This design comes from an exercise in tuning for small area, a short achievable clock period and few clock cycles per item on the open sky130 flow, not from production work. No functional check of the RTL was part of any run shown here. No activity file was given, so power comes from the tool's default toggle rates.

--- design/flow/config.mk ---
export PLATFORM = sky130hd
export DESIGN_NAME = fifo_hexdump_top
export DESIGN_NICKNAME = fifo_hexdump_top
export VERILOG_FILES = /design/flow/design.v
export SDC_FILE = /design/flow/constraint.sdc
export NUM_CORES = 8
export LEC_CHECK = 0
export ABC_CLOCK_PERIOD_IN_PS = 5000
export CAP_MARGIN = 40
export CORE_MARGIN = 2
export CORE_UTILIZATION = 55
export CTS_CLUSTER_DIAMETER = 60
export CTS_CLUSTER_SIZE = 30
export PLACE_DENSITY = 0.62
export SLEW_MARGIN = 60
export SYNTH_HIERARCHICAL = 1
export SYNTH_MINIMUM_KEEP_SIZE = 0
--- design/flow/flow/run.sh ---
#!/bin/bash
# The standard ORFS flow (the standard.sh, unchanged synthesis), with the
# timing repair after CTS and after global routing asked to keep a setup
# margin, so that it works on the paths that set the achieved period.
set -euo pipefail
bash standard.sh SETUP_SLACK_MARGIN=19.0 finish > run_standard.log 2>&1
--- design/flow/standard.sh ---
#!/bin/bash
# synth_recipe.tcl (not shown) runs the flow's synth.tcl, then flattens the netlist and writes it again
# the make line also repeats each setting of config.mk as NAME=value (left out here)
make -C /OpenROAD-flow-scripts/flow DESIGN_CONFIG=/design/flow/config.mk WORK_HOME=/design/flow/orfs CLKGATE_MAP_FILE= SYNTH_SCRIPT=/design/flow/synth_recipe.tcl "${@:-finish}"
--- design/flow/design.v ---
`default_nettype none
package fifo_hexdump_pkg;
    localparam int BUF_BIT_AW  = 13;                   
    localparam int BUF_BYTE_AW = 10;                   
    localparam logic [7:0] CHAR_CR    = 8'h0D;
    localparam logic [7:0] CHAR_LF    = 8'h0A;
    localparam logic [7:0] CHAR_SPACE = 8'h20;
    localparam logic [3:0] P_IDLE  = 4'd0;             
    localparam logic [3:0] P_TITLE = 4'd1;             
    localparam logic [3:0] P_HI    = 4'd2;             
    localparam logic [3:0] P_LO    = 4'd3;             
    localparam logic [3:0] P_SP    = 4'd4;             
    localparam logic [3:0] P_CR    = 4'd5;             
    localparam logic [3:0] P_LF    = 4'd6;
    localparam logic [3:0] P_CR2   = 4'd7;             
    localparam logic [3:0] P_LF2   = 4'd8;
    localparam logic [3:0] P_DONE  = 4'd9;             
endpackage
`default_nettype wire
`timescale 1ns/1ns
`default_nettype none
module sipo_buffer #(
    parameter int NBYTES = 480
) (
    input  wire                                        MCLK,
    input  wire                                        buf_wr_en_n,
    input  wire  [fifo_hexdump_pkg::BUF_BIT_AW-1:0]    buf_wr_addr,
    input  wire                                        buf_wr_bit,
    input  wire  [fifo_hexdump_pkg::BUF_BYTE_AW-1:0]   rd_addr,
    output logic [7:0]                                 rd_data
);
    localparam int AW = fifo_hexdump_pkg::BUF_BYTE_AW;
    logic [AW-1:0] na;
    assign na = !buf_wr_en_n ? buf_wr_addr[fifo_hexdump_pkg::BUF_BIT_AW-1:3] : rd_addr;
    logic [7:0] p0_n, p1_n, p2_n;    
    logic [7:0] wsel;                
    logic       w_d;
    always_ff @(posedge MCLK) begin
        for (int i = 0; i < 8; i++) begin
            p0_n[i] <= (na[2:0] != 3'(i));
            p1_n[i] <= (na[5:3] != 3'(i));
            p2_n[i] <= (na[9:6] != 4'(i));
            wsel[i] <= !buf_wr_en_n && (buf_wr_addr[2:0] == 3'(7 - i));
        end
        w_d <= buf_wr_bit;
    end
    logic [NBYTES-1:0] rsel;
    for (genvar r = 0; r < NBYTES; r++) begin : g_sel
        assign rsel[r] = !(p0_n[r % 8] | p1_n[(r / 8) % 8] | p2_n[r / 64]);
    end
    logic [8*NBYTES-1:0] store;
    localparam int NG = (NBYTES + 2) / 3;
    logic [3*NG-1:0]   gsel;
    logic [24*NG-1:0]  gdat;
    logic [8*NG-1:0]   gy_n;
    assign gsel = (3*NG)'(rsel);
    assign gdat = (24*NG)'(store);
    for (genvar g = 0; g < NG; g++) begin : g_rd
        rd_group u_rd (
            .sel (gsel[3*g +: 3]),
            .d   (gdat[24*g +: 24]),
            .y_n (gy_n[8*g +: 8])
        );
    end
    always_comb begin
        rd_data = '0;
        for (int g = 0; g < NG; g++) rd_data = rd_data | ~gy_n[8*g +: 8];
    end
    logic [7:0] wbyte;
    for (genvar c = 0; c < 8; c++) begin : g_merge
        assign wbyte[c] = wsel[c] ? w_d : rd_data[c];
    end
    for (genvar r = 0; r < NBYTES; r++) begin : g_row
        always_ff @(posedge MCLK) begin
            if (rsel[r]) store[8*r +: 8] <= wbyte;
        end
    end
endmodule
module rd_group (
    input  wire  [2:0]  sel,
    input  wire  [23:0] d,
    output logic [7:0]  y_n
);
    assign y_n = ~((d[7:0] & {8{sel[0]}}) | (d[15:8] & {8{sel[1]}}) | (d[23:16] & {8{sel[2]}}));
endmodule
`default_nettype wire
`timescale 1ns/1ns
`default_nettype none
module text_rom (
    input  wire        boot,
    input  wire  [4:0] idx,
    output logic [7:0] ch
);
    localparam logic [32*8-1:0] BOOT_TITLE = {"BUBBLE MEMORY BOOT LOADER DUMP", 8'h0D, 8'h0A};
    localparam logic [12*8-1:0] USER_TITLE = "USER PAGE 0x";
    always_comb begin
        if (boot) ch = BOOT_TITLE[8*(31 - idx) +: 8];
        else if (idx < 5'd12) ch = USER_TITLE[8*(11 - idx) +: 8];
        else ch = fifo_hexdump_pkg::CHAR_SPACE;
    end
endmodule
`default_nettype wire
`timescale 1ns/1ns
`default_nettype none
module fifo_writer (
    input  wire        MCLK,
    input  wire        rst,
    input  wire        go,           
    input  wire  [7:0] ch,           
    input  wire        txe_n,
    output logic       adv,          
    output logic [7:0] fifo_data,
    output logic       wr_n
);
    logic lo2;
    assign adv = !wr_n && !lo2;
    always_ff @(posedge MCLK) begin
        if (rst) begin
            wr_n <= 1'b1;
            lo2  <= 1'b0;
        end else if (!wr_n) begin
            wr_n <= lo2;
            lo2  <= !lo2;
        end else if (go && !txe_n) begin
            wr_n <= 1'b0;
        end
    end
    always_ff @(posedge MCLK) begin
        if (wr_n) fifo_data[6:0] <= ch[6:0];
    end
    assign fifo_data[7] = 1'b0;      
endmodule
`default_nettype wire
`timescale 1ns/1ns
`default_nettype none
module message_sequencer #(
    parameter int BOOT_LINES     = 30,
    parameter int USER_LINES     = 8,
    parameter int BYTES_PER_LINE = 16
) (
    input  wire                                        MCLK,
    input  wire                                        rst,
    input  wire                                        send_boot_n,
    input  wire                                        send_user_n,
    input  wire                                        fifo_en_n,
    input  wire  [11:0]                                rel_page,
    output logic [fifo_hexdump_pkg::BUF_BYTE_AW-1:0]   rd_addr,
    input  wire  [7:0]                                 rd_data,
    input  wire                                        adv,
    output logic                                       go,
    output logic [7:0]                                 ch
);
    localparam int AW         = fifo_hexdump_pkg::BUF_BYTE_AW;
    localparam int BOOT_BYTES = BOOT_LINES * BYTES_PER_LINE;
    localparam int USER_BYTES = USER_LINES * BYTES_PER_LINE;
    localparam int BPL_W      = $clog2(BYTES_PER_LINE);
    logic [3:0]    pos;
    logic          boot;
    logic [4:0]    ti;
    logic [AW-1:0] b;
    logic [7:0]    cur_byte;
    logic [11:0]   page_q;
    assign rd_addr = b;
    always_ff @(posedge MCLK) begin
        cur_byte <= rd_data;
        page_q   <= rel_page;
    end
    logic req, rel;
    assign rel = send_boot_n && send_user_n;
    assign req = !rel && !fifo_en_n;
    logic last_title, line_end, dump_end;
    assign last_title = boot ? (ti == 5'd31) : (ti == 5'd16);
    assign line_end   = (b[BPL_W-1:0] == '0);            
    assign dump_end   = (b == (boot ? AW'(BOOT_BYTES) : AW'(USER_BYTES)));
    always_ff @(posedge MCLK) begin
        if (rst || rel) begin
            pos <= fifo_hexdump_pkg::P_IDLE;
        end else if (pos == fifo_hexdump_pkg::P_IDLE) begin
            if (req) begin
                pos  <= fifo_hexdump_pkg::P_TITLE;
                boot <= !send_boot_n;
                ti   <= '0;
                b    <= '0;
            end
        end else if (adv) begin
            case (pos)
                fifo_hexdump_pkg::P_TITLE: begin
                    ti <= ti + 5'd1;
                    if (last_title) pos <= fifo_hexdump_pkg::P_HI;
                end
                fifo_hexdump_pkg::P_HI: pos <= fifo_hexdump_pkg::P_LO;
                fifo_hexdump_pkg::P_LO: begin
                    b   <= b + AW'(1);                       
                    pos <= fifo_hexdump_pkg::P_SP;
                end
                fifo_hexdump_pkg::P_SP: pos <= line_end ? fifo_hexdump_pkg::P_CR : fifo_hexdump_pkg::P_HI;
                fifo_hexdump_pkg::P_CR:  pos <= fifo_hexdump_pkg::P_LF;
                fifo_hexdump_pkg::P_LF:  pos <= dump_end ? fifo_hexdump_pkg::P_CR2 : fifo_hexdump_pkg::P_HI;
                fifo_hexdump_pkg::P_CR2: pos <= fifo_hexdump_pkg::P_LF2;
                default:                 pos <= fifo_hexdump_pkg::P_DONE;
            endcase
        end
    end
    assign go = (pos != fifo_hexdump_pkg::P_IDLE) && (pos != fifo_hexdump_pkg::P_DONE);
    function automatic logic [7:0] hexc(input logic [3:0] n);
        hexc = (n < 4'd10) ? (8'h30 + {4'h0, n}) : (8'h37 + {4'h0, n});
    endfunction
    logic [7:0] title_ch;
    text_rom u_text_rom (
        .boot (boot),
        .idx  (ti),
        .ch   (title_ch)
    );
    logic [7:0] user_tail;
    always_comb begin
        case (ti)
            5'd12:   user_tail = hexc(page_q[11:8]);
            5'd13:   user_tail = hexc(page_q[7:4]);
            5'd14:   user_tail = hexc(page_q[3:0]);
            5'd15:   user_tail = fifo_hexdump_pkg::CHAR_CR;
            default: user_tail = fifo_hexdump_pkg::CHAR_LF;
        endcase
    end
    always_comb begin
        case (pos)
            fifo_hexdump_pkg::P_TITLE: ch = (boot || ti < 5'd12) ? title_ch : user_tail;
            fifo_hexdump_pkg::P_HI:    ch = hexc(cur_byte[7:4]);
            fifo_hexdump_pkg::P_LO:    ch = hexc(cur_byte[3:0]);
            fifo_hexdump_pkg::P_SP:    ch = fifo_hexdump_pkg::CHAR_SPACE;
            fifo_hexdump_pkg::P_CR,
            fifo_hexdump_pkg::P_CR2:   ch = fifo_hexdump_pkg::CHAR_CR;
            default:                   ch = fifo_hexdump_pkg::CHAR_LF;
        endcase
    end
endmodule
`default_nettype wire
`timescale 1ns/1ns
`default_nettype none
module fifo_hexdump_top #(
    parameter int BOOT_LINES     = 30,
    parameter int USER_LINES     = 8,
    parameter int BYTES_PER_LINE = 16
) (
    input  wire                                  MCLK,
    input  wire                                  rst,
    input  wire                                  buf_wr_en_n,
    input  wire  [fifo_hexdump_pkg::BUF_BIT_AW-1:0] buf_wr_addr,
    input  wire                                  buf_wr_bit,
    input  wire                                  send_boot_n,
    input  wire                                  send_user_n,
    input  wire  [11:0]                          rel_page,
    input  wire                                  fifo_en_n,
    input  wire                                  txe_n,
    output logic [7:0]                           fifo_data,
    output logic                                 wr_n
);
    localparam int MAX_LINES = (BOOT_LINES > USER_LINES) ? BOOT_LINES : USER_LINES;
    logic [fifo_hexdump_pkg::BUF_BYTE_AW-1:0] rd_addr;
    logic [7:0]                               rd_data;
    logic                                     go;
    logic                                     adv;
    logic [7:0]                               ch;
    sipo_buffer #(
        .NBYTES (MAX_LINES * BYTES_PER_LINE)
    ) u_sipo_buffer (
        .MCLK        (MCLK),
        .buf_wr_en_n (buf_wr_en_n),
        .buf_wr_addr (buf_wr_addr),
        .buf_wr_bit  (buf_wr_bit),
        .rd_addr     (rd_addr),
        .rd_data     (rd_data)
    );
    message_sequencer #(
        .BOOT_LINES     (BOOT_LINES),
        .USER_LINES     (USER_LINES),
        .BYTES_PER_LINE (BYTES_PER_LINE)
    ) u_message_sequencer (
        .MCLK        (MCLK),
        .rst         (rst),
        .send_boot_n (send_boot_n),
        .send_user_n (send_user_n),
        .fifo_en_n   (fifo_en_n),
        .rel_page    (rel_page),
        .rd_addr     (rd_addr),
        .rd_data     (rd_data),
        .adv         (adv),
        .go          (go),
        .ch          (ch)
    );
    fifo_writer u_fifo_writer (
        .MCLK      (MCLK),
        .rst       (rst),
        .go        (go),
        .ch        (ch),
        .txe_n     (txe_n),
        .adv       (adv),
        .fifo_data (fifo_data),
        .wr_n      (wr_n)
    );
endmodule
`default_nettype wire
--- design/flow/constraint.sdc ---
create_clock -name core_clock -period 25.0 [get_ports {MCLK}]
set_input_delay 5.0000 -clock core_clock [delete_from_list [all_inputs] [get_ports {MCLK}]]
set_output_delay 5.0000 -clock core_clock [all_outputs]
set_load 0.01 [all_outputs]
==> metrics list, run 1 <==
* Run status: no timing/DRC/antenna violations
- Buffers placed on the I/O ports in this run total 40.
- Syn nets: 7103
- TritonCTS created 207 clock buffers.
- In this run the clock root is driven by a clkbuf_16.
- IR drop worst, VDD: 0.0000826 V
* Max-cap viol count: 0
- Skew final: 0.0573 ns
- A synthesized cell averages 19.8 um^2.
- Max Fanout on Critical Path: 1
- After global routing the overflow that remains totals 0.
- Total internal power: 9.75 mW
- The die is 508 um wide.
- Final WL: 371000 um
* Sum of internal, switching and leakage power: 12.8 mW
* Final weighted congestion in routability-driven placement: 0.897
- Actual transition at the worst max-transition pin: 0.680 ns
* Buffering stage count on the worst path with inverters included: 1
- Mapped Cells: 7050
* Vias in the first global route: 71300
- Power Dens Cells: 81.3 nW/um^2
* CP max stage delay: 0.37 ns
* Drc violations: 0
- For this run, the number of Yosys warnings is 11.
- RSZ-0062 raised after global routing: true
- Period utilisation layout: 0.256
- For the worst-skew pair, the clock arrives at the later sink with an insertion delay of 0.92 ns.
* Post-synthesis instance area: 140000 um^2
* Fraction of power consumed by combinational cells: 0.071
* Share of layout cells above drive strength 1: 0.169
- For this configuration, the core starts out at a cell density of 0.552.
- Worst Path Required: 20.00 ns
* CP Class: flip-flop to output port
* Final slew viol count: 0
- Entering global routing, the biggest net connects 111 pins.
- Among all stages on the critical path, the largest delay is contributed by edfxtp_1.
* Average via count per standard cell: 6.96
- P_sw: 3.06 mW
- Max-Slew Margin vs Limit: 0.547
- Total track usage: 0.281
- Endpoint type of the worst setup path: output port
- The tightest min-delay check is of the flip-flop to flip-flop type.
- Post-route ant nets: 0
- The total area inside the core boundary comes to 253000 um^2.
* List of cells traversed by the critical path: buf_2
- Core Rows: 185
- Tmin final: 6.41 ns
- Of the total power, registers draw 0.607.
* Peak Freq: 156 MHz
- Number of DRC markers after the initial detailed-route iteration: 17300
- Before antenna repair, the detailed router went through 14 iterations.
- The die covers 258000 um^2.
- STA classifies the critical path startpoint as a flip-flop.
- From synthesis to final layout, the design area changed by 12.6%.
- Sw Ratio: 0.239
- Category of cells accounting for the largest share of critical-path delay: flip-flops
- 42 I/O pins were placed.
- Clock transition at the registers of the reported paths: 0.08 ns
- For this block, the via count after detailed routing is 77700.
- The tightest hold path in the finished design has a slack of 0.467 ns.
* Sum Neg Setup Slack: 0 ns
- Vertical die dimension: 508 um
- Setup violations remaining at the end of the flow were counted as 0.
- Dividing the detail-routed wire length by the instance count gives 33.2 um.
* TritonCTS clock tree: built
- Final hold violation count: 0
- Layout net count: 7660
- The share of total power dissipated in the clock network is 0.322.
* Sum of net half-perimeters after detailed placement: 234000 um
- Initial antenna violation count: 16
- CTS Sinks: 3922
- Data arrival time at the worst-slack endpoint: 1.41 ns
- Leakage Power: 49.4 nW
- The first global-routing pass estimated 524000 um of wire.
- Number of buffers added to fix hold violations after cts: 0
- Buffer depth of the longest clock path: 3
- CTS built an H-tree with a depth of 4.
## flip-flops by register name (all words and copies together), names as in the netlist, 4 cells and up
signal                        cells
u_message_sequencer.pos           4
u_sipo_buffer.wsel                8
u_fifo_writer.fifo_data           7
u_sipo_buffer.p1_n                8
u_message_sequencer.ti            5
u_message_sequencer.b            10
u_sipo_buffer.p2_n                8
u_message_sequencer.cur_byte      8
u_sipo_buffer.p0_n                8
u_message_sequencer.page_q       12
u_sipo_buffer.store            3840
## area by class of cell
type / instances / area [um^2]
flip-flops and latches: 3922 / 117000
fillers: 17600 / 96000
multi-input cells: 2624 / 21200
repair buffers: 821 / 7030
clock buffers: 218 / 5310
well taps: 3366 / 4210
clock inverters: 168 / 2370
inverters: 31 / 116
diodes: 13 / 32.5
## power by group through the flow
stage / Sequential, mW / Combinational (mW) / Clock [mW]
after floorplan: 7.97 / 0.370 / 0
after global placement: 7.93 / 0.729 / 0
after detailed placement: 7.92 / 0.873 / 0
after CTS: 7.77 / 0.880 / 4.19
after global routing: 7.77 / 0.975 / 4.41
final: 7.77 / 0.908 / 4.13
## timing repair
action / in CTS / in global routing
gates resized for setup: 63 / 26
cloned: 1 / 1
pin swaps: 11 / 24
endpoints found under the setup margin: 326 / 136
buffers inserted: 22 / 30
## final timing paths
kind                                        start                                   to  slack, ns  depth (start not counted)
max          u_fifo_writer.fifo_data[6]$_DFFE_PP_                         fifo_data[6]      18.59                          1
min                u_fifo_writer.lo2$_SDFFE_PP0N_       u_fifo_writer.lo2$_SDFFE_PP0N_       0.47                          2
max reg2reg         u_sipo_buffer.p2_n[1]$_DFF_P_  u_sipo_buffer.store[1550]$_DFFE_PP_      19.08                         13
min reg2reg        u_fifo_writer.lo2$_SDFFE_PP0N_       u_fifo_writer.lo2$_SDFFE_PP0N_       0.47                          2
## layout by cell type (no fill, tap or decap), types with 34 or more instances in the layout
master,instances
edfxtp_1,3863
a222oi_1,1281
buf_4,573
nor2_1,464
nand4_1,345
clkbuf_16,212
buf_1,61
nand2_1,60
buf_2,52
or2_4,44
nor4_1,39
inv_8,36
dfxtp_1,34
## through the flow
stage                util  worst slack [ns]  cell area [um^2]  instances
detailed placement  0.586             18.27            149000      10700
floorplan               -             19.00            140000       7050
global route        0.621             18.52            157000      11200
global placement    0.579             17.72            147000      10500
finish              0.621             18.59            157000      11200
CTS                 0.618             18.52            157000      11100
## routing by layer
layer / vias up / routed length [um] / GRT usage
met5: - / 73 / 0
met4: 12 / 10500 / 0.0802
met3: 470 / 41400 / 0.0598
met2: 4591 / 166000 / 0.409
met1: 40300 / 153000 / 0.433
li1: 32400 / - / -
==> run 2, diff against run 1 <==
--- a/design/flow/config.mk
+++ b/design/flow/config.mk
@@ -7,5 +7,5 @@
 export LEC_CHECK = 0
 export ABC_CLOCK_PERIOD_IN_PS = 5000
-export CAP_MARGIN = 40
+export CAP_MARGIN = 20
 export CORE_MARGIN = 2
 export CORE_UTILIZATION = 55
@@ -13,5 +13,5 @@
 export CTS_CLUSTER_SIZE = 30
 export PLACE_DENSITY = 0.62
-export SLEW_MARGIN = 60
+export SLEW_MARGIN = 20
 export SYNTH_HIERARCHICAL = 1
 export SYNTH_MINIMUM_KEEP_SIZE = 0
==> run 2 against run 1 <==
Critical path type unchanged. Still clean on timing, DRC and antenna. Highest routed layer unchanged. Count of clock-buffer cells in the layout fell by 4. First-iteration DRC count fell by 5.7%. Critical endpoint unchanged. Largest cell class unchanged. Sequential power barely moved.
==> metrics list, run 2 <==
- Run status: no timing/DRC/antenna violations
* Most common cell after layout, fill and taps aside: edfxtp_1
- Period utilisation layout: 0.257
- Sum Neg Setup Slack: 0 ns
* Clock power share: 0.327
- Final WL: 368000 um
- Clock skew on the completed layout was measured at 0.0946 ns.
- Of the total power, combinational logic draws 0.063.
- The die is 508 um wide.
- After global routing the overflow that remains totals 0.
* Register with the highest flop count: u_sipo_buffer.store
* Final hold violation count: 0
- Setup violations remaining at the end of the flow were counted as 0.
- Vertical die dimension: 508 um
- Data arrival time at the worst-slack endpoint: 1.43 ns
- Fill cells in the final layout number 17700.
- Sw Ratio: 0.243
* Sum of net half-perimeters after detailed placement: 228000 um
* Registers with the highest flip-flop counts: u_sipo_buffer.store x3840, u_message_sequencer.page_q x12, u_message_sequencer.b x10
- A synthesized cell averages 19.8 um^2.
- Most frequent cells in the layout: edfxtp_1 (3863), a222oi_1 (1281), buf_4 (530)
* Final weighted congestion in routability-driven placement: 0.897
- Final slew viol count: 0
- In this run the tightest slew margin relative to its limit is 0.118.
* Core Rows: 185
- RSZ-0062 raised after global routing: true
* Grt met2 use: 0.406
- The synthesized netlist occupies a cell area of 140000 um^2.
- Final hold analysis gives a worst-case slack of 0.468 ns.
* Share of layout cells above drive strength 1: 0.155
- The later pin in the worst-skew pair is clocked with a latency of 0.96 ns.
* Largest net degree at the start of global routing: 218
- Total internal power: 9.66 mW
* CP max stage delay: 0.37 ns
* First-pass GRT wire length: 520000 um
* Count of synthesis-stage warnings from yosys: 11
- Syn nets: 7103
- Peak Freq: 155 MHz
* Launching element type of the critical path: flip-flop
* Fraction of power consumed by sequential logic: 0.610
* Endpoint type of the worst setup path: output port
- TritonCTS built the clock tree.
- Hold repair after CTS inserted 0 buffers.
* Buffer depth of the longest clock path: 3
- The tree is rooted in a clkbuf_16.
- Walking the worst path, the cells encountered are buf_2.
- Clock buffer count from CTS: 210
* Vias post-DR: 76400
- Along the worst path, the maximum fanout reaches 1.
- Largest register FFs: 3840
* P&R area growth vs syn: 11.2%
- The number of global-route vias before repair came to 70500.
- Power Dens Cells: 82.0 nW/um^2
* Met3 usage: 0.0592
- Number of levels the H-tree was split into: 4
- Dividing the detail-routed via count by the number of cells gives 6.97.
* Port bufs: 40
- Counting both buffers and inverters, the worst setup path holds a total of 1.
- The initial utilization of the core area, before any placement, comes to 0.552.
* Wirelength per Cell: 33.6 um
* Total track usage: 0.280
* Clock transition at the registers of the reported paths: 0.09 ns
- IR analysis of the VDD net gives a maximum drop of 0.0000851 V.
- For the worst setup path, the data required time is 20.00 ns.
- For met1 alone, demand over resource in global routing was 0.429.
- Core Area: 253000 um^2
* Initial antenna violation count: 13
- In the routed design, unresolved DRC markers number 0.
- The min-delay analysis places its worst path in the category flip-flop to flip-flop.
* Area used by multi-input combinational logic: 21100 um^2
- DR pass1 iterations: 11
- Most Used Layer, Global Route: met1
- The die covers 258000 um^2.
* Post-route ant nets: 0
- The critical path is of the flip-flop to output port type.
* P_sw: 3.11 mW
- Number of DRC markers after the initial detailed-route iteration: 16300
- Total area of sequential cells: 117000 um^2
* Max-cap viol count: 0
- Broken down by cell family, the worst path's largest delay share belongs to flip-flops.
* CTS Sinks: 3922
* Actual transition at the worst max-transition pin: 1.32 ns
* Mapped Cells: 7050
- Tmin final: 6.43 ns
* Layout net count: 7456
- For this design the top-level I/O count stands at 42.
* Max stage delay cell, worst path: edfxtp_1
- Leakage Power: 48.6 nW
## run 2: cell count changes in the layout (fill, tap and decap cells not counted), moves of 10 or more
cell            delta
nor2_1            +11
buf_8             -13
buf_16            -20
inv_8             -10
buf_1             -61
diode_2           -10
buf_4             -43
buf_2             -39
buf_12            -18
dlymetal6s2s_1    -12
## run 2: layer usage
layer / routed length (um) / vias up
li1: - / 31900
met1: 150000 / 39600
met2: 163000 / 4432
met3: 42800 / 451
met4: 12300 / 4
met5: 27 / -
## run 2: cell type report
| type | count | area share |
|---|---|---|
| Clock inverter | 183 | 0.0172 |
| Inverter | 31 | 0.000748 |
| Antenna cell | 3 | 0.0000483 |
| Clock buffer | 214 | 0.0339 |
| Timing Repair Buffer | 612 | 0.0319 |
| Sequential cell | 3922 | 0.754 |
| Multi-Input combinational cell | 2626 | 0.136 |
| Tap cell | 3366 | 0.0271 |
## run 2: path summary, 6_finish.rpt
path,start,endpoint,slack [ns],cells after the start
min,u_fifo_writer.lo2$_SDFFE_PP0N_,u_fifo_writer.lo2$_SDFFE_PP0N_,0.47,2
max reg2reg,u_sipo_buffer.p2_n[1]$_DFF_P_,u_sipo_buffer.store[605]$_DFFE_PP_,18.94,11
max,u_fifo_writer.fifo_data[6]$_DFFE_PP_,fifo_data[6],18.57,1
min reg2reg,u_fifo_writer.lo2$_SDFFE_PP0N_,u_fifo_writer.lo2$_SDFFE_PP0N_,0.47,2
## run 2: worst reg2reg max path, stage by stage (launching register included)
cell and delay, ns:
dfxtp_2 0.33, buf_4 0.38, buf_4 0.55, nor2_1 0.15
buf_4 0.23, a222oi_1 0.59, nand4_1 0.62, nor4_2 0.65
nand4_1 0.39, or3_4 0.46, mux2_8 0.52, buf_4 0.74
## run 2: power groups by stage
stage	Combinational, mW	Clock [mW]	Sequential (mW)
after floorplan	0.370	0	7.97
after global placement	0.729	0	7.93
after detailed placement	0.778	0	7.94
after CTS	0.793	4.24	7.78
after global routing	0.864	4.47	7.79
final	0.801	4.18	7.78
## run 2: timing repair
item,CTS,global route
setup buffers,9,6
gates cloned,2,2
setup endpoints to repair,2531,933
resized for setup,130,34
pin swaps,18,19
## run 2: per-stage QoR
stage / setup slack, ns / instance area (um^2) / power, mW / instances / utilization
finish: 18.57 / 156000 / 12.8 / 11000 / 0.614
global route: 18.50 / 156000 / 13.1 / 11000 / 0.614
detailed placement: 18.03 / 147000 / 8.72 / 10500 / 0.579
CTS: 18.49 / 155000 / 12.8 / 10900 / 0.613
global placement: 17.72 / 147000 / 8.66 / 10500 / 0.579
floorplan: 19.00 / 140000 / 8.34 / 7050 / -
==> run 3, diff against run 2 <==
--- a/design/flow/design.v
+++ b/design/flow/design.v
@@ -107,4 +107,5 @@
     input  wire        rst,
     input  wire        go,           
+    input  wire        rel,          
     input  wire  [7:0] ch,           
     input  wire        txe_n,
@@ -122,10 +123,10 @@
             wr_n <= lo2;
             lo2  <= !lo2;
-        end else if (go && !txe_n) begin
+        end else if (go && !rel && !txe_n) begin
             wr_n <= 1'b0;
         end
     end
     always_ff @(posedge MCLK) begin
-        if (wr_n) fifo_data[6:0] <= ch[6:0];
+        fifo_data[6:0] <= ch[6:0];
     end
     assign fifo_data[7] = 1'b0;      
@@ -292,4 +293,5 @@
         .rst       (rst),
         .go        (go),
+        .rel       (send_boot_n && send_user_n),
         .ch        (ch),
         .txe_n     (txe_n),
==> run 3 against run 2 <==
Via count up 0.82%. Area after synthesis about the same. Clock skew down 0.029 ns. Critical endpoint is now wr_n. First-iteration DRC count up 1.6%.
==> metrics list, run 3 <==
- The initial antenna violation count came to 21.
- Once detail routing completed, the nets flagged for antenna violations numbered 0.
* Total track usage: 0.280
- First-pass GRT wire length: 519000 um
- Count of pins on the block boundary: 42
- In this run the horizontal extent of the chip is 508 um.
- Across all hold checks on the routed design, the worst slack comes to 0.556 ns.
* Vertical die dimension: 508 um
- The worst setup path is of the flip-flop to output port kind.
* Endpoint type of the worst setup path: output port
- Between clock sinks in the finished design, the worst skew comes to 0.0657 ns.
- Most frequent cells in the layout: edfxtp_1 (3856), a222oi_1 (1281), buf_4 (543)
* Number of buffers added to fix hold violations after cts: 0
* Class of the tightest hold or removal check: flip-flop to flip-flop
- For this run, design rule violations remaining after detail routing come to 0.
- Max Fanout on Critical Path: 2
- Category of cells accounting for the largest share of critical-path delay: flip-flops
- The critical path goes through buf_6.
- Final slew viol count: 0
- Tmin final: 6.35 ns
- Post-synthesis instance area: 140000 um^2
* Clock transition at the registers of the reported paths: 0.10 ns
* CP max stage delay: 0.33 ns
- Wirelength per Cell: 33.9 um
- Share of layout cells above drive strength 1: 0.150
- Buffer depth of the longest clock path: 3
- Peak Freq: 158 MHz
- Final weighted congestion in routability-driven placement: 0.907
* Largest net degree at the start of global routing: 234
- Sum Neg Setup Slack: 0 ns
- Port bufs: 40
* Number of levels the H-tree was split into: 4
- Using the TritonRoute via totals, the vias-per-cell ratio works out to 7.05.
- For this design the static power due to leakage is 48.2 nW.
- TritonCTS clock tree: built
- Setup violations remaining at the end of the flow were counted as 0.
- RSZ-0062 raised after global routing: true
- Die ar.: 258000 um^2
- The slowest stage of the critical path is the dfxtp_2 cell.
* CTS Sinks: 3922
- The final layout contains 7452 nets.
- The largest registers in the layout are u_sipo_buffer.store x3840, u_message_sequencer.page_q x12, u_message_sequencer.b x10.
- Counting both buffers and inverters, the worst setup path holds a total of 1.
* Core Area: 253000 um^2
* Actual transition at the worst max-transition pin: 1.42 ns
* Final WL: 370000 um
* Skew-Pair Late Insertion Delay: 0.91 ns
- The count of endpoints failing hold in the final timing report was 0.
- Number of DRC markers after the initial detailed-route iteration: 16600
- Library cell used as clock root buffer: clkbuf_16
* Power Dens Cells: 80.1 nW/um^2
- Max-Slew Margin vs Limit: 0.0533
* Count of synthesis-stage warnings from yosys: 11
- The number of global-route vias before repair is 70000.
- The register with the most flip-flops in the layout has 3840 of them.
- Period utilisation layout: 0.254
* Clock buffer count from CTS: 197
* Synth Area per Inst: 19.8 um^2
- Core Rows: 185
* Syn nets: 7098
- Most common cell after layout, fill and taps aside: edfxtp_1
* Run status: no timing/DRC/antenna violations
* IR drop worst, VDD: 0.0000681 V
- Max-cap viol count: 0
* Starting utilization of the core area: 0.551
- Vias post-DR: 77000
* P&R area growth vs syn: 10.7%
* Total congestion overflow: 0
- Mapped Cells: 7045
* Data arrival time at the worst-slack endpoint: 1.35 ns
- The worst setup path is launched from a flip-flop.
- Worst Path Required: 20.00 ns
- For this run, the detailed router's first-pass iteration total came to 12.
* Register with the highest flop count: u_sipo_buffer.store
- Sum of net half-perimeters after detailed placement: 232000 um
[run 3: cell types whose count changed in the layout (fill, tap and decap cells not counted), sizes merged, moves of 9 or more]
cell    previous run  this run
o21ai             37        27
nor2             484       497
nand2             61        52
buf              577       587
clkinv            77        60
inv              121       107
[run 3: path summary, 6_finish.rpt]
| check | from | endpoint | slack, ns | cells past startpoint |
|---|---|---|---|---|
| max | u_fifo_writer.wr_n$_SDFF_PP1_ | wr_n | 18.65 | 1 |
| min | u_fifo_writer.lo2$_SDFFE_PP0N_ | u_fifo_writer.lo2$_SDFFE_PP0N_ | 0.56 | 2 |
| max reg2reg | u_sipo_buffer.p0_n[4]$_DFF_P_ | u_sipo_buffer.store[3342]$_DFFE_PP_ | 18.87 | 12 |
| min reg2reg | u_fifo_writer.lo2$_SDFFE_PP0N_ | u_fifo_writer.lo2$_SDFFE_PP0N_ | 0.56 | 2 |
[run 3: timing repair]
| action | 4_1_cts | 5_1_grt |
|---|---|---|
| endpoints found under the setup margin | 2857 | 849 |
| cloned | 2 | 3 |
| resized for setup | 124 | 29 |
| buffers inserted | 2 | 13 |
| pin swaps | 23 | 28 |
[run 3: final cells by class]
class	count	area, um^2
Clock buffer	207	5060
Fill cell	17700	98800
Multi-Input combinational cell	2624	21000
Tap cell	3366	4210
Antenna cell	8	20.0
Inverter	32	120
Sequential cell	3922	117000
Timing Repair Buffer	622	4990
Clock inverter	149	2090
[run 3: per-layer routing]
layer  share of wire  up-vias  track usage
met5         0.00042        -            0
met4           0.034       22       0.0908
met3            0.12      468       0.0568
met2            0.44     4594        0.397
met1            0.41    40100        0.437
li1                -    31900            -
[run 3: stage by stage]
step	std cells	cell area (um^2)	setup WS (ns)	total power, mW	utilization
after floorplan	7045	140000	18.83	8.24	-
final	10900	155000	18.65	12.4	0.610
after detailed placement	10500	147000	17.63	8.58	0.579
after global placement	10500	147000	17.80	8.54	0.579
after CTS	10900	154000	18.59	12.4	0.609
after global routing	10900	155000	18.61	12.7	0.610
[run 3: power by group]
group | internal [mW] | switching, mW
clock | 1.68 | 2.25
sequential | 7.70 | 0.0270
combinational | 0.0933 | 0.642
==> run 4, diff against run 3 <==
--- a/design/flow/design.v
+++ b/design/flow/design.v
@@ -33,12 +33,12 @@
     logic [AW-1:0] na;
     assign na = !buf_wr_en_n ? buf_wr_addr[fifo_hexdump_pkg::BUF_BIT_AW-1:3] : rd_addr;
-    logic [7:0] p0_n, p1_n, p2_n;    
-    logic [7:0] wsel;                
+    logic [7:0] p0, p1, p2;      
+    logic [7:0] wsel;            
     logic       w_d;
     always_ff @(posedge MCLK) begin
         for (int i = 0; i < 8; i++) begin
-            p0_n[i] <= (na[2:0] != 3'(i));
-            p1_n[i] <= (na[5:3] != 3'(i));
-            p2_n[i] <= (na[9:6] != 4'(i));
+            p0[i]   <= (na[2:0] == 3'(i));
+            p1[i]   <= (na[5:3] == 3'(i));
+            p2[i]   <= (na[9:6] == 4'(i));
             wsel[i] <= !buf_wr_en_n && (buf_wr_addr[2:0] == 3'(7 - i));
         end
@@ -47,23 +47,11 @@
     logic [NBYTES-1:0] rsel;
     for (genvar r = 0; r < NBYTES; r++) begin : g_sel
-        assign rsel[r] = !(p0_n[r % 8] | p1_n[(r / 8) % 8] | p2_n[r / 64]);
+        assign rsel[r] = p0[r % 8] & p1[(r / 8) % 8] & p2[r / 64];
     end
     logic [8*NBYTES-1:0] store;
-    localparam int NG = (NBYTES + 2) / 3;
-    logic [3*NG-1:0]   gsel;
-    logic [24*NG-1:0]  gdat;
-    logic [8*NG-1:0]   gy_n;
-    assign gsel = (3*NG)'(rsel);
-    assign gdat = (24*NG)'(store);
-    for (genvar g = 0; g < NG; g++) begin : g_rd
-        rd_group u_rd (
-            .sel (gsel[3*g +: 3]),
-            .d   (gdat[24*g +: 24]),
-            .y_n (gy_n[8*g +: 8])
-        );
-    end
     always_comb begin
         rd_data = '0;
-        for (int g = 0; g < NG; g++) rd_data = rd_data | ~gy_n[8*g +: 8];
+        for (int r = 0; r < NBYTES; r++)
+            rd_data = rd_data | (store[8*r +: 8] & {8{rsel[r]}});
     end
     logic [7:0] wbyte;
@@ -76,11 +64,4 @@
         end
     end
-endmodule
-module rd_group (
-    input  wire  [2:0]  sel,
-    input  wire  [23:0] d,
-    output logic [7:0]  y_n
-);
-    assign y_n = ~((d[7:0] & {8{sel[0]}}) | (d[15:8] & {8{sel[1]}}) | (d[23:16] & {8{sel[2]}}));
 endmodule
 `default_nettype wire
@@ -107,5 +88,4 @@
     input  wire        rst,
     input  wire        go,           
-    input  wire        rel,          
     input  wire  [7:0] ch,           
     input  wire        txe_n,
@@ -123,12 +103,11 @@
             wr_n <= lo2;
             lo2  <= !lo2;
-        end else if (go && !rel && !txe_n) begin
+        end else if (go && !txe_n) begin
             wr_n <= 1'b0;
         end
     end
     always_ff @(posedge MCLK) begin
-        fifo_data[6:0] <= ch[6:0];
-    end
-    assign fifo_data[7] = 1'b0;      
+        if (wr_n) fifo_data <= ch;
+    end
 endmodule
 `default_nettype wire
@@ -293,5 +272,4 @@
         .rst       (rst),
         .go        (go),
-        .rel       (send_boot_n && send_user_n),
         .ch        (ch),
         .txe_n     (txe_n),
==> design/flow/run.sh (new file) <==
#!/bin/bash
# synth_recipe.tcl (not shown) runs the flow's synth.tcl, then flattens the netlist and writes it again
# the make line also repeats each setting of config.mk as NAME=value (left out here)
make -C /OpenROAD-flow-scripts/flow DESIGN_CONFIG=/design/flow/config.mk WORK_HOME=/design/flow/orfs CLKGATE_MAP_FILE= SYNTH_SCRIPT=/design/flow/synth_recipe.tcl finish
--- a/design/flow/config.mk
+++ b/design/flow/config.mk
@@ -7,5 +7,5 @@
 export LEC_CHECK = 0
 export ABC_CLOCK_PERIOD_IN_PS = 5000
-export CAP_MARGIN = 20
+export CAP_MARGIN = 40
 export CORE_MARGIN = 2
 export CORE_UTILIZATION = 55
@@ -13,5 +13,3 @@
 export CTS_CLUSTER_SIZE = 30
 export PLACE_DENSITY = 0.62
-export SLEW_MARGIN = 20
-export SYNTH_HIERARCHICAL = 1
-export SYNTH_MINIMUM_KEEP_SIZE = 0
+export SLEW_MARGIN = 60
removed: design/flow/flow/run.sh
removed: design/flow/standard.sh
==> run 4 against run 3 <==
Still clean. Sequential share of layout area shrank 5.0 points. Fmax down 15%. Clock skew rose by 0.00099 ns. Count of clock-buffer cells in the layout increased by 40. Critical endpoint is now u_sipo_buffer.store[1826]$_DFFE_PP_. Largest power group unchanged. Highest routed layer unchanged.
==> metrics list, run 4 <==
- The floorplan step set the die height to 522 um.
- Clock buffer count from CTS: 234
- Vias post-DR: 97600
- Actual transition at the worst max-transition pin: 0.697 ns
- The initial antenna violation count was 41.
- Counting stages on the worst path, the most repeated cell is buf_16.
* Post-route ant nets: 0
* Clock transition at the registers of the reported paths: 0.09 ns
- After clock tree synthesis, the flow added hold-fix buffers numbering 0.
- The worst register-to-register path begins at u_sipo_buffer.p1[5]$_DFF_P_.
- Max stage delay cell, worst path: or4_1
- Across the routed clock network, the largest skew measured is 0.0667 ns.
* Mapped Cells: 8698
- The first detailed-routing pass took 9 iterations.
* Average via count per standard cell: 7.72
- In this run, placement finished with an instance count of 12100.
- Counting flops with a built-in enable in the synthesized netlist gives 3863.
- Met1 layer usage reported by global route: 0.555
- Summed over all failing endpoints, the final setup total negative slack is 0 ns.
- Post-synthesis instance area: 148000 um^2
- Yosys printed 4 warnings.
- Of all flip-flops after synthesis, the portion carrying an async set or reset was 0.
- TritonCTS clock tree: built
- Relative to the synthesized area, the layout overhead comes to 12.3%.
- In the finished design, the share of the clock period the worst path needs comes to 0.298.
- Final hold analysis gives a worst-case slack of 0.542 ns.
* P_sw: 3.18 mW
- Setup slack at placement: 18.01 ns
- Worst Path Required: 25.67 ns
* Yosys top cell by area: edfxtp_1
* Final core utilization: 0.620
- IR drop worst, VDD: 0.0000847 V
- CP max stage delay: 0.80 ns
* Power Dens Cells: 77.8 nW/um^2
- Layout Cells excl Fill: 12600
* Final slew viol count: 0
- Buffer depth of the longest clock path: 4
- Post-route cell area: 166000 um^2
- Post-cts gate resize count: 0
- Of the total power, the clock network draws 0.347.
- Along the worst path, the maximum fanout reaches 65.
* Launching element type of the critical path: flip-flop
- At the worst endpoint, the arrival time is 8.12 ns.
* Setup ws final: 17.55 ns
- Grt met2 use: 0.584
- The signal on the critical path passes through buf_4 -> buf_12 -> buf_16 -> buf_4 -> nand2_1 -> a2bb2oi_2 -> nand4_1 -> or4_1 -> nor4_4 -> buf_4 -> nand4_1 -> mux2_8 -> buf_16 -> buf_16 -> buf_8 -> buf_16 -> buf_8 -> buf_12.
- Across every metal layer, demand over resource in global routing totals 0.416.
- The critical path starts at u_sipo_buffer.p1[5]$_DFF_P_.
- Sum of net half-perimeters after detailed placement: 367000 um
* Core Area: 267000 um^2
- By instance count, the leading cell after synthesis is edfxtp_1.
* Cell variety after synth: 73
- Total internal power: 9.71 mW
- Count of endpoints failing setup in the final report: 0
* Core Rows: 190
- The number of cells on the worst reg-to-reg path is 18.
* Total congestion overflow: 0
* Tmin final: 7.45 ns
- The first global-routing pass estimated 769000 um of wire.
- The design draws 12.9 mW.
* Library cell used as clock root buffer: clkbuf_16
- The largest registers in the layout are u_sipo_buffer.store x3840, u_message_sequencer.page_q x12, u_message_sequencer.b x10.
* Largest net degree at the start of global routing: 101
- Final WL: 576000 um
- Max-cap viol count: 0
- For this run, the leading register cell type out of synthesis is edfxtp_1.
- RSZ-0062 raised after global routing: false
- Run status: no timing/DRC/antenna violations
- At the end of routability-driven placement, the weighted congestion stood at 0.991.
- The number of global-route vias before repair was 87300.
- In the routed design, unresolved DRC markers number 0.
- Category of cells accounting for the largest share of critical-path delay: buffers and inverters
- Final hold violation count: 0
- Most common library cells after synthesis: edfxtp_1 (3863), a22oi_1 (1096), clkbuf_1 (764)
- Sorting the synthesized cells by area gives the leading types as edfxtp_1 (79%), a22oi_1 (5.6%), nand4_1 (2.9%).
- The critical path ends at u_sipo_buffer.store[1826]$_DFFE_PP_.
* Port bufs: 40
- Synth Area per Inst: 17.0 um^2
* Fraction of power consumed by combinational cells: 0.065
- The die covers 273000 um^2.
- Peak Freq: 134 MHz
* Fraction of the yosys area taken by sequential cells: 0.794
- Setup slack on the worst reg-to-reg path comes out at 17.55 ns.
* CTS Sinks: 3922
- In the final layout, the share of cells above drive strength 1 is 0.143.
- Die width: 522 um
- The initial utilization of the core area, before any placement, comes to 0.552.
- Area share of the leading cell type in the synthesized netlist: 0.786
- At the end of the flow, the number of nets in the layout was 8915.
- Of the total power, the share spent switching nets is 0.247.
- Leaving out fill and tap cells, the most frequent cell in the layout is edfxtp_1.
- Endpoint type of the worst setup path: flip-flop
- Once placement finished, the instance area stood at 156000 um^2.
- Fraction of power consumed by sequential logic: 0.588
* Register with the highest flop count: u_sipo_buffer.store
* Wirelength per Cell: 45.5 um
- Post-CTS setup buffer count: 0
- Buffering stage count on the worst path with inverters included: 11
* CP Class: flip-flop to flip-flop
- Max-Slew Margin vs Limit: 0.536
- Most frequent cells in the layout: edfxtp_1 (3863), a22oi_1 (1090), nand4_1 (689)
- Flip-flop and latch count after synthesis: 3922
- Met3 usage: 0.152
* Count of pins on the block boundary: 42
* Largest register FFs: 3840
- The clock reaches the later pin of the worst-skew pair after 1.00 ns.
* Leakage Power: 53.7 nW
* Most Used Layer, Global Route: met2
- Path length in cells of the critical path: 18
- Capture point of the worst reg-to-reg path: u_sipo_buffer.store[1826]$_DFFE_PP_
* Class of the tightest hold or removal check: flip-flop to flip-flop
* Number of levels the H-tree was split into: 4
- Number of DRC markers after the initial detailed-route iteration: 20200
- When the netlist entered floorplanning its net count stood at 8749.
==> run 4: worst min-delay path by stage <==
stage,from,to,depth (start not counted)
floorplan,u_fifo_writer.lo2$_SDFFE_PP0N_,u_fifo_writer.lo2$_SDFFE_PP0N_,2
global route,u_fifo_writer.lo2$_SDFFE_PP0N_,u_fifo_writer.lo2$_SDFFE_PP0N_,2
detailed placement,u_fifo_writer.lo2$_SDFFE_PP0N_,u_fifo_writer.lo2$_SDFFE_PP0N_,2
finish,u_fifo_writer.lo2$_SDFFE_PP0N_,u_fifo_writer.lo2$_SDFFE_PP0N_,2
CTS,u_fifo_writer.lo2$_SDFFE_PP0N_,u_fifo_writer.lo2$_SDFFE_PP0N_,2
global placement,u_fifo_writer.lo2$_SDFFE_PP0N_,u_fifo_writer.lo2$_SDFFE_PP0N_,2
==> run 4: area by class of cell <==
type	count	area, um^2
diodes	29	72.6
repair buffers	769	7460
inverters	33	124
clock buffers	247	5990
multi-input cells	3904	28000
clock inverters	190	2430
fillers	19000	102000
flip-flops and latches	3922	117000
well taps	3552	4440
==> run 4: logic make-up after synthesis <==
| group | Yosys count | synth area share |
|---|---|---|
| other | 1 | 0.0000254 |
| xor gates and xnor gates | 22 | 0.00130 |
| DFF | 3922 | 0.794 |
| and+or+nand+nor | 1862 | 0.0748 |
| AOI/OAI and AO/OA | 1988 | 0.105 |
| muxes | 13 | 0.000958 |
| buffers and inverters | 872 | 0.0224 |
| adders and majority gates | 18 | 0.00153 |
==> run 4: tightest hold or removal path, delay by kind of cell, from the launching register on <==
kind,cells,cell delay [ns]
flip-flops,1,0.36
XOR/XNOR,1,0.08
AND/OR/NAND/NOR,1,0.07
==> run 4: power groups by stage <==
stage / registers [mW] / clock network, mW / logic (mW)
final: 7.58 / 4.47 / 0.842
after global routing: 7.58 / 4.68 / 0.859
after CTS: 7.58 / 4.47 / 0.782
after detailed placement: 7.73 / 0 / 0.783
after global placement: 7.76 / 0 / 0.668
after floorplan: 7.93 / 0 / 0.316
==> run 4: metal layers <==
metal,routed length [um],vias to the layer above
li1,-,36700
met1,195000,49700
met2,240000,9395
met3,94400,1795
met4,45000,40
met5,564,-
==> run 5, diff against run 4 <==
--- a/design/flow/design.v
+++ b/design/flow/design.v
@@ -33,25 +33,56 @@
     logic [AW-1:0] na;
     assign na = !buf_wr_en_n ? buf_wr_addr[fifo_hexdump_pkg::BUF_BIT_AW-1:3] : rd_addr;
-    logic [7:0] p0, p1, p2;      
-    logic [7:0] wsel;            
+    logic [7:0] p0_n, p1_n, p2_n;    
+    logic [7:0] wsel;                
     logic       w_d;
     always_ff @(posedge MCLK) begin
         for (int i = 0; i < 8; i++) begin
-            p0[i]   <= (na[2:0] == 3'(i));
-            p1[i]   <= (na[5:3] == 3'(i));
-            p2[i]   <= (na[9:6] == 4'(i));
+            p0_n[i] <= (na[2:0] != 3'(i));
+            p1_n[i] <= (na[5:3] != 3'(i));
+            p2_n[i] <= (na[9:6] != 4'(i));
             wsel[i] <= !buf_wr_en_n && (buf_wr_addr[2:0] == 3'(7 - i));
         end
         w_d <= buf_wr_bit;
     end
+    localparam int NB = (NBYTES + 7) / 8;
+    logic [NB-1:0] blk_n;
+    for (genvar j = 0; j < NB; j++) begin : g_blk
+        assign blk_n[j] = p1_n[j % 8] | p2_n[j / 8];
+    end
     logic [NBYTES-1:0] rsel;
     for (genvar r = 0; r < NBYTES; r++) begin : g_sel
-        assign rsel[r] = p0[r % 8] & p1[(r / 8) % 8] & p2[r / 64];
+        assign rsel[r] = !(p0_n[r % 8] | blk_n[r / 8]);
     end
     logic [8*NBYTES-1:0] store;
+    localparam int NG = (NB + 2) / 3;
+    logic [3*NG-1:0] gblk;
+    always_comb begin
+        gblk = '0;
+        for (int j = 0; j < NB; j++) gblk[j] = !blk_n[j];
+    end
+    logic [7:0] lane [8];
+    for (genvar i = 0; i < 8; i++) begin : g_lane
+        logic [24*NG-1:0] gdat;
+        logic [8*NG-1:0]  gy_n;
+        always_comb begin
+            gdat = '0;
+            for (int j = 0; j < NB; j++)
+                if (8*j + i < NBYTES) gdat[8*j +: 8] = store[8*(8*j + i) +: 8];
+        end
+        for (genvar g = 0; g < NG; g++) begin : g_rd
+            rd_group u_rd (
+                .sel (gblk[3*g +: 3]),
+                .d   (gdat[24*g +: 24]),
+                .y_n (gy_n[8*g +: 8])
+            );
+        end
+        always_comb begin
+            lane[i] = '0;
+            for (int g = 0; g < NG; g++) lane[i] = lane[i] | ~gy_n[8*g +: 8];
+        end
+    end
     always_comb begin
         rd_data = '0;
-        for (int r = 0; r < NBYTES; r++)
-            rd_data = rd_data | (store[8*r +: 8] & {8{rsel[r]}});
+        for (int i = 0; i < 8; i++) rd_data = rd_data | (lane[i] & {8{!p0_n[i]}});
     end
     logic [7:0] wbyte;
@@ -65,4 +96,11 @@
     end
 endmodule
+module rd_group (
+    input  wire  [2:0]  sel,
+    input  wire  [23:0] d,
+    output logic [7:0]  y_n
+);
+    assign y_n = ~((d[7:0] & {8{sel[0]}}) | (d[15:8] & {8{sel[1]}}) | (d[23:16] & {8{sel[2]}}));
+endmodule
 `default_nettype wire
 `timescale 1ns/1ns
@@ -88,4 +126,5 @@
     input  wire        rst,
     input  wire        go,           
+    input  wire        rel,          
     input  wire  [7:0] ch,           
     input  wire        txe_n,
@@ -103,11 +142,12 @@
             wr_n <= lo2;
             lo2  <= !lo2;
-        end else if (go && !txe_n) begin
+        end else if (go && !rel && !txe_n) begin
             wr_n <= 1'b0;
         end
     end
     always_ff @(posedge MCLK) begin
-        if (wr_n) fifo_data <= ch;
+        fifo_data[6:0] <= ch[6:0];
     end
+    assign fifo_data[7] = 1'b0;      
 endmodule
 `default_nettype wire
@@ -182,5 +222,5 @@
         end
     end
-    assign go = (pos != fifo_hexdump_pkg::P_IDLE) && (pos != fifo_hexdump_pkg::P_DONE);
+    assign go = (pos == fifo_hexdump_pkg::P_IDLE) ? req : (pos != fifo_hexdump_pkg::P_DONE);
     function automatic logic [7:0] hexc(input logic [3:0] n);
         hexc = (n < 4'd10) ? (8'h30 + {4'h0, n}) : (8'h37 + {4'h0, n});
@@ -204,4 +244,5 @@
     always_comb begin
         case (pos)
+            fifo_hexdump_pkg::P_IDLE:  ch = send_boot_n ? "U" : "B";         
             fifo_hexdump_pkg::P_TITLE: ch = (boot || ti < 5'd12) ? title_ch : user_tail;
             fifo_hexdump_pkg::P_HI:    ch = hexc(cur_byte[7:4]);
@@ -272,4 +313,5 @@
         .rst       (rst),
         .go        (go),
+        .rel       (send_boot_n && send_user_n),
         .ch        (ch),
         .txe_n     (txe_n),
==> design/flow/flow/run.sh (new file) <==
#!/bin/bash
# The standard ORFS flow (the standard.sh, unchanged synthesis), with the
# timing repair after CTS and after global routing asked to keep a setup
# margin, so that it works on the paths that set the achieved period.
set -euo pipefail
bash standard.sh SETUP_SLACK_MARGIN=19.0 finish > run_standard.log 2>&1
==> design/flow/standard.sh (new file) <==
#!/bin/bash
# synth_recipe.tcl (not shown) runs the flow's synth.tcl, then flattens the netlist and writes it again
# the make line also repeats each setting of config.mk as NAME=value (left out here)
make -C /OpenROAD-flow-scripts/flow DESIGN_CONFIG=/design/flow/config.mk WORK_HOME=/design/flow/orfs CLKGATE_MAP_FILE= SYNTH_SCRIPT=/design/flow/synth_recipe.tcl "${@:-finish}"
==> design/flow/config.mk (replaced) <==
export PLATFORM = sky130hd
export DESIGN_NAME = fifo_hexdump_top
export DESIGN_NICKNAME = fifo_hexdump_top
export VERILOG_FILES = /design/flow/design.v
export SDC_FILE = /design/flow/constraint.sdc
export NUM_CORES = 8
export LEC_CHECK = 0
export ABC_CLOCK_PERIOD_IN_PS = 5000
export CAP_MARGIN = 20
export CORE_MARGIN = 2
export CORE_UTILIZATION = 70
export CTS_CLUSTER_DIAMETER = 80
export CTS_CLUSTER_SIZE = 28
export PLACE_DENSITY = 0.78
export SLEW_MARGIN = 20
export SYNTH_HIERARCHICAL = 1
export SYNTH_MINIMUM_KEEP_SIZE = 0
removed: design/flow/run.sh
==> run 5 against run 4 <==
Clock skew down 0.024 ns. Total power is 12% lower. Core utilization rose by 12 points. Worst setup slack improved by 1.1 ns. Critical path type is now flip-flop to output port. Critical endpoint is now wr_n.
==> metrics list, run 5 <==
- During synthesis, Yosys emitted a total of 12 warnings.
- Largest register FFs: 3840
- Between clock sinks in the finished design, the worst skew comes to 0.0424 ns.
- The clock drives 3922 sinks.
* Max Fanout on Critical Path: 3
- Max-cap viol count: 0
- In the final design database the tool counted 7175 nets.
* Count of pins on the block boundary: 42
* TritonCTS clock tree: built
- The first routing iteration left 20400 violations.
* Max stage delay cell, worst path: dfxtp_4
- The worst-case IR drop observed on VDD is 0.0000735 V.
* Initial antenna violation count: 9
- Number of levels the H-tree was split into: 4
- Of the cells placed in the final design, the portion with a size suffix greater than 1 is 0.0776.
- Final WL: 381000 um
* Buffering stage count on the worst path with inverters included: 1
- Most frequent cells in the layout: edfxtp_1 (3856), a222oi_1 (1280), nor2_1 (602)
- Detailed routing placed a total of 171000 um of wire on met2.
- For the worst setup path, the data required time is 20.00 ns.
- Most common cell after layout, fill and taps aside: edfxtp_1
- The clock reaches the later pin of the worst-skew pair after 0.90 ns.
- The count of endpoints failing hold in the final timing report came to 0.
* Sum of internal, switching and leakage power: 11.4 mW
- Run status: no timing/DRC/antenna violations
- Tmin final: 6.34 ns
* P&R area growth vs syn: 5.63%
- In this design, the stage delay of the slowest critical-path cell is 0.37 ns.
- The detailed router put a total of 121000 um of wire on met1.
- Register with the highest flop count: u_sipo_buffer.store
- From bottom edge to top edge, the die measures 452 um.
- Registers with the highest flip-flop counts: u_sipo_buffer.store x3840, u_message_sequencer.page_q x12, u_message_sequencer.b x10
- Entering global routing, the biggest net connects 268 pins.
- The count of nets left with antenna violations once routing finished came out at 0.
- CP Class: flip-flop to output port
- The count of final max-slew check failures is 0.
* Syn nets: 7280
- Max-Slew Margin vs Limit: 0.112
- For this run, design rule violations remaining after detail routing come to 0.
- The first global-routing pass estimated 535000 um of wire.
- Count of endpoints failing setup in the final report: 0
* Synth Area per Inst: 19.4 um^2
* Detailed-routed wire length on met3: 59500 um
* Sum Neg Setup Slack: 0 ns
* Clock transition at the registers of the reported paths: 0.09 ns
- Counting the buffers created by CTS gives 159.
- Leakage Power: 44.8 nW
* Endpoint type of the worst setup path: output port
* Number of buffers added to fix hold violations after cts: 0
- Vias post-DR: 79100
* Port bufs: 40
* Period utilisation layout: 0.254
* Sum of net half-perimeters after detailed placement: 234000 um
* RSZ-0062 raised after global routing: true
- Core Area: 199000 um^2
- DR pass1 iterations: 14
* Actual transition at the worst max-transition pin: 1.33 ns
* Core Rows: 164
- The initial utilization of the core area, before any placement, comes to 0.703.
* Total track usage: 0.369
- Post-route cell area: 148000 um^2
- List of cells traversed by the critical path: buf_6
* Die width: 452 um
- Dividing the detail-routed wire length by the instance count gives 38.8 um.
- The cell area that synthesis handed to floorplanning was 140000 um^2.
* Mapped Cells: 7227
- Buffer depth of the longest clock path: 3
- The congestion estimate from routability-driven global placement came to 0.987.
- For the worst setup path, the data arrival time is 1.34 ns.
- Peak Freq: 158 MHz
- On the critical path the largest part of the delay comes from flip-flops.
- Once placement finished, the instance area stood at 143000 um^2.
- STA classifies the critical path startpoint as a flip-flop.
- Top routing layer in use: met5
- The path class of the tightest hold or removal check is flip-flop to flip-flop.
- For this run the aggregate overflow at the end of global routing stands at 0.
- Vias in the first global route: 74400
- Library cell used as clock root buffer: clkbuf_16
- For this design the ratio of total power to cell area is 77.0 nW/um^2.
- Final core utilization: 0.743
- Using the TritonRoute via totals, the vias-per-cell ratio works out to 8.05.
- The die covers 204000 um^2.
## run 5: area by class of cell
cell class	count	area, um^2
timing repair buffer	186	1740
tap	2656	3320
sequential	3922	117000
clock buffer	195	4240
inverter	102	459
multi-input combinational	2741	21000
clock inverter	12	169
fill	10900	51300
antenna	5	12.5
timing repair inverter	10	50.0
## run 5: stage by stage
| step | instances | hold slack (ns) | worst slack [ns] |
|---|---|---|---|
| after CTS | 9810 | 0.541 | 18.61 |
| after global routing | 9825 | 0.591 | 18.62 |
| after floorplan | 7227 | 0.480 | 17.32 |
| after global placement | 9592 | 0.502 | 17.77 |
| final | 9829 | 0.546 | 18.66 |
| after detailed placement | 9597 | 0.517 | 17.69 |
## run 5: tightest hold or removal path, cell delays in order (launching register included)
cell and delay [ns]:
dfxtp_1 0.36, xor2_1 0.07, nor2_1 0.08
## run 5: final timing paths
path / start / to / slack [ns] / cells past startpoint
min: u_fifo_writer.lo2$_SDFFE_PP0N_ / u_fifo_writer.lo2$_SDFFE_PP0N_ / 0.55 / 2
max: u_fifo_writer.wr_n$_SDFF_PP1_ / wr_n / 18.66 / 1
min reg2reg: u_fifo_writer.lo2$_SDFFE_PP0N_ / u_fifo_writer.lo2$_SDFFE_PP0N_ / 0.55 / 2
max reg2reg: u_sipo_buffer.p1_n[4]$_DFF_P_ / u_sipo_buffer.store[215]$_DFFE_PN_ / 18.80 / 11
## run 5: report_power, final
part | switching [mW] | internal, mW | total [mW] | leakage, nW
registers | 0.0285 | 7.58 | 7.61 | 35.8
logic | 0.615 | 0.0973 | 0.712 | 6.85
clock network | 1.85 | 1.24 | 3.09 | 2.15
total | 2.50 | 8.91 | 11.4 | 44.8
## run 5: layer usage
| metal | up-vias | GRT usage |
|---|---|---|
| met1 | 39100 | 0.503 |
| met5 | - | 0 |
| li1 | 31200 | - |
| met4 | 10 | 0.229 |
| met2 | 7767 | 0.544 |
| met3 | 1029 | 0.0932 |
## run 5: timing repair
action / CTS / global route
gates resized for setup: 79 / 25
pin swaps: 2 / 8
setup endpoints to repair: 2088 / 1413
cloned: 4 / 7
setup buffers: 2 / 3
==> run 6, diff against run 5 <==
--- a/design/flow/flow/run.sh
+++ b/design/flow/flow/run.sh
@@ -4,3 +4,3 @@
 # margin, so that it works on the paths that set the achieved period.
 set -euo pipefail
-bash standard.sh SETUP_SLACK_MARGIN=19.0 finish > run_standard.log 2>&1
+bash standard.sh SETUP_SLACK_MARGIN=19.3 finish > run_standard.log 2>&1
==> run 6 against run 5 <==
Still clean. Final area grew 0.31%. Register-to-register slack gained 0.30 ns. Worst setup slack gained 0.013 ns. Sequential power is essentially flat. Fmax grew 0.21%. Largest power group unchanged.
==> metrics list, run 6 <==
- Run status: no timing/DRC/antenna violations
* IR drop worst, VDD: 0.0000813 V
* FF-to-FF Start: u_sipo_buffer.p1_n[7]$_DFF_P_
* P&R area growth vs syn: 5.96%
- The worst register-to-register path has a depth of 12.
- Layout net count: 7179
- The worst setup path is captured at an output port.
- Final WL: 374000 um
- The die is 452 um tall.
* Placed cell count: 9575
* Sum of internal, switching and leakage power: 11.4 mW
- For this run, design rule violations remaining after detail routing come to 0.
* Top routing layer in use: met5
* List of cells traversed by the critical path: buf_6
* Registers with the highest flip-flop counts: u_sipo_buffer.store x3840, u_message_sequencer.page_q x12, u_message_sequencer.b x10
- Register with the highest flop count: u_sipo_buffer.store
- The H-tree was split into 4 levels.
- Category of cells accounting for the largest share of critical-path delay: flip-flops
- Total track usage: 0.363
* Sum Neg Setup Slack: 0 ns
- Count of synthesis-stage warnings from yosys: 12
* Total internal power: 8.92 mW
- In the final routed layout, each cell accounts on average for 38.0 um.
- Skew-Pair Late Insertion Delay: 0.89 ns
- Total area of sequential cells: 117000 um^2
- Number of buffers added to fix hold violations after cts: 0
- The worst hold path begins at u_fifo_writer.lo2$_SDFFE_PP0N_.
* Area used by multi-input combinational logic: 21300 um^2
- Die ar.: 204000 um^2
* Port bufs: 40
* Data arrival time at the worst-slack endpoint: 1.33 ns
- DR pass1 iterations: 12
- Total congestion overflow: 0
* Average via count per standard cell: 8.01
* First-pass GRT wire length: 527000 um
* Met2 wirelength from detailed routing: 170000 um
- The share of total power dissipated in combinational logic is 0.062.
- Hold Crit Depth: 2
- The finished layout holds 9842 standard cells, fillers aside.
* Vias post-DR: 78900
- Setup violations remaining at the end of the flow were counted as 0.
- RSZ-0062 raised after global routing: true
- The number of global-route vias before repair came to 74000.
- In the detailed route, the total length drawn on met3 is 56700 um.
- Starting utilization of the core area: 0.703
- Fillcell total: 10800
- The clock passes through at most 3 buffers.
* Max-cap viol count: 0
- Post-route ant nets: 0
* Launching element type of the critical path: flip-flop
- P_sw: 2.51 mW
- Share of layout cells above drive strength 1: 0.0826
* Worst R2R Setup Slack: 19.10 ns
- The initial antenna violation count was 7.
- Buffering stage count on the worst path with inverters included: 1
* Clock transition at the registers of the reported paths: 0.10 ns
* Max stage delay cell, worst path: dfxtp_2
* Most common cell after layout, fill and taps aside: edfxtp_1
- Synth Area per Inst: 19.4 um^2
* Wire length on met1: 119000 um
- Of the total power, the share spent switching nets is 0.220.
- The count of final max-slew check failures was 0.
- Largest register FFs: 3840
* Die width: 452 um
- Final hold violation count: 0
* Period utilisation layout: 0.253
- Pin placement for this block handled 42 I/O pins.
- Entering global routing, the biggest net connects 262 pins.
- For hold timing, the worst endpoint is u_fifo_writer.lo2$_SDFFE_PP0N_.
* Peak Freq: 158 MHz
- Max-Slew Margin vs Limit: 0.135
- At the pin with the least slew margin, the transition time is 1.30 ns.
* Skew final: 0.0446 ns
- For this block, the initial DRC count from the detailed router was 20800.
- Library cell used as clock root buffer: clkbuf_16
- The share of total power dissipated in sequential elements is 0.665.
* Post-synthesis instance area: 140000 um^2
- In this run the power density over the cells is 76.9 nW/um^2.
- Detailed placement ended at an HPWL of 225000 um.
- For this design, the sink count on the clock tree is 3922.
* Final weighted congestion in routability-driven placement: 0.945
- The clock period could shrink to 6.33 ns.
* Mapped Cells: 7227
- Core Area: 199000 um^2
- Of the total power, the clock network draws 0.272.
* CP Class: flip-flop to output port
- Core Rows: 164
- CP max stage delay: 0.34 ns
- The worst register-to-register path ends at u_sipo_buffer.store[45]$_DFFE_PN_.
- The number of clock buffers added by TritonCTS is 161.
- For the worst setup path, the data required time is 20.00 ns.
- Most frequent cells in the layout: edfxtp_1 (3856), a222oi_1 (1280), nor2_1 (599)
- Syn nets: 7280
- The analysis attributes to cell leakage a power of 45.0 nW.
* Class of the tightest hold or removal check: flip-flop to flip-flop
- Of all nets on the critical path, the largest fanout is 1.
- TritonCTS built the clock tree.
==> run 6: area by class of cell <==
class,count,area share
Timing Repair Buffer,189,0.0123
Inverter,102,0.00316
Tap cell,2656,0.0224
Antenna cell,3,0.0000505
Sequential cell,3922,0.788
Timing Repair inverter,10,0.000387
Clock inverter,26,0.00185
Clock buffer,194,0.0288
Multi-Input combinational cell,2740,0.143
==> run 6: metrics by stage <==
stage          area (um^2)  utilization  worst slack, ns  hold slack (ns)
4_1_cts             148000        0.743            18.62            0.539
6_report            149000        0.745            18.67            0.532
3_3_place_gp        143000        0.718            18.02            0.512
5_1_grt             149000        0.745            18.63            0.645
3_5_place_dp        143000        0.718            17.97            0.514
2_1_floorplan       141000            -            17.32            0.480
==> run 6: worst max path at each step <==
| stage | from | end | depth (start not counted) | slack [ns] |
|---|---|---|---|---|
| floorplan | u_sipo_buffer.p1_n[0]$_DFF_P_ | u_sipo_buffer.store[1003]$_DFFE_PN_ | 9 | 17.32 |
| global placement | send_boot_n | u_message_sequencer.b[0]$_SDFFCE_PP0P_ | 4 | 18.02 |
| detailed placement | send_boot_n | u_message_sequencer.b[2]$_SDFFCE_PP0P_ | 4 | 17.97 |
| CTS | u_fifo_writer.fifo_data[0]$_DFF_P_ | fifo_data[0] | 1 | 18.62 |
| global route | u_fifo_writer.fifo_data[0]$_DFF_P_ | fifo_data[0] | 1 | 18.63 |
| finish | u_fifo_writer.fifo_data[0]$_DFF_P_ | fifo_data[0] | 1 | 18.67 |
==> run 6: timing repair <==
item | CTS | global route
gates cloned | 8 | 6
gates resized for setup | 115 | 40
endpoints found under the setup margin | 3072 | 2258
pin swaps | 9 | 20
buffers inserted | 9 | 18
==> run 6: power by group through the flow <==
stage	logic, mW	clock network (mW)	registers (mW)
2_1_floorplan	0.316	0	7.91
3_3_place_gp	0.622	0	7.76
3_5_place_dp	0.659	0	7.76
4_1_cts	0.675	3.10	7.61
5_1_grt	0.738	3.31	7.61
6_report	0.709	3.12	7.61
==> run 6: layer usage <==
layer  GRT usage  vias up
met1       0.495    39000
met5           0        -
met2       0.543     7566
met3      0.0840     1006
li1            -    31300
met4       0.219        4

-- what the ideal ports hide --
How much do the figures lean on ideal ports? The routed layouts below were timed once more, with nothing changed but the port constraints.
Step 1, drivers: a clkbuf_16 drives MCLK and a buf_2 each remaining input, both assumed.
Step 2, shift: input delay + t, output delay - t, t = (earliest + latest rising clock arrival at the registers) / 2. This alone moves slack from input paths to output paths.
Slacks: no drivers / after step 1 / after step 2; pairs: no drivers / after step 1.
| run | t, ns | setup slack, ns | slew at the worst register clock pin (ns) | cell pins on the clock port's net |
|---|---|---|---|---|
| run 1 | 0.998 | 18.591 / 18.488 / 18.203 | 0.12 / 0.12 | 1 |
| run 2 | 1.004 | 18.568 / 18.477 / 18.219 | 0.11 / 0.11 | 1 |
| run 3 | 0.974 | 18.653 / 18.559 / 18.202 | 0.12 / 0.12 | 1 |
| run 4 | 1.070 | 17.551 / 17.551 / 17.551 | 0.11 / 0.11 | 1 |
| run 5 | 0.961 | 18.656 / 18.569 / 18.173 | 0.11 / 0.11 | 1 |
| run 6 | 0.950 | 18.669 / 18.582 / 18.413 | 0.11 / 0.11 | 1 |
After both steps setup and hold are still met in every run listed. The setup slack of run 5, which loses most, moves by -0.087 ns with the drivers and by -0.483 ns with both steps.
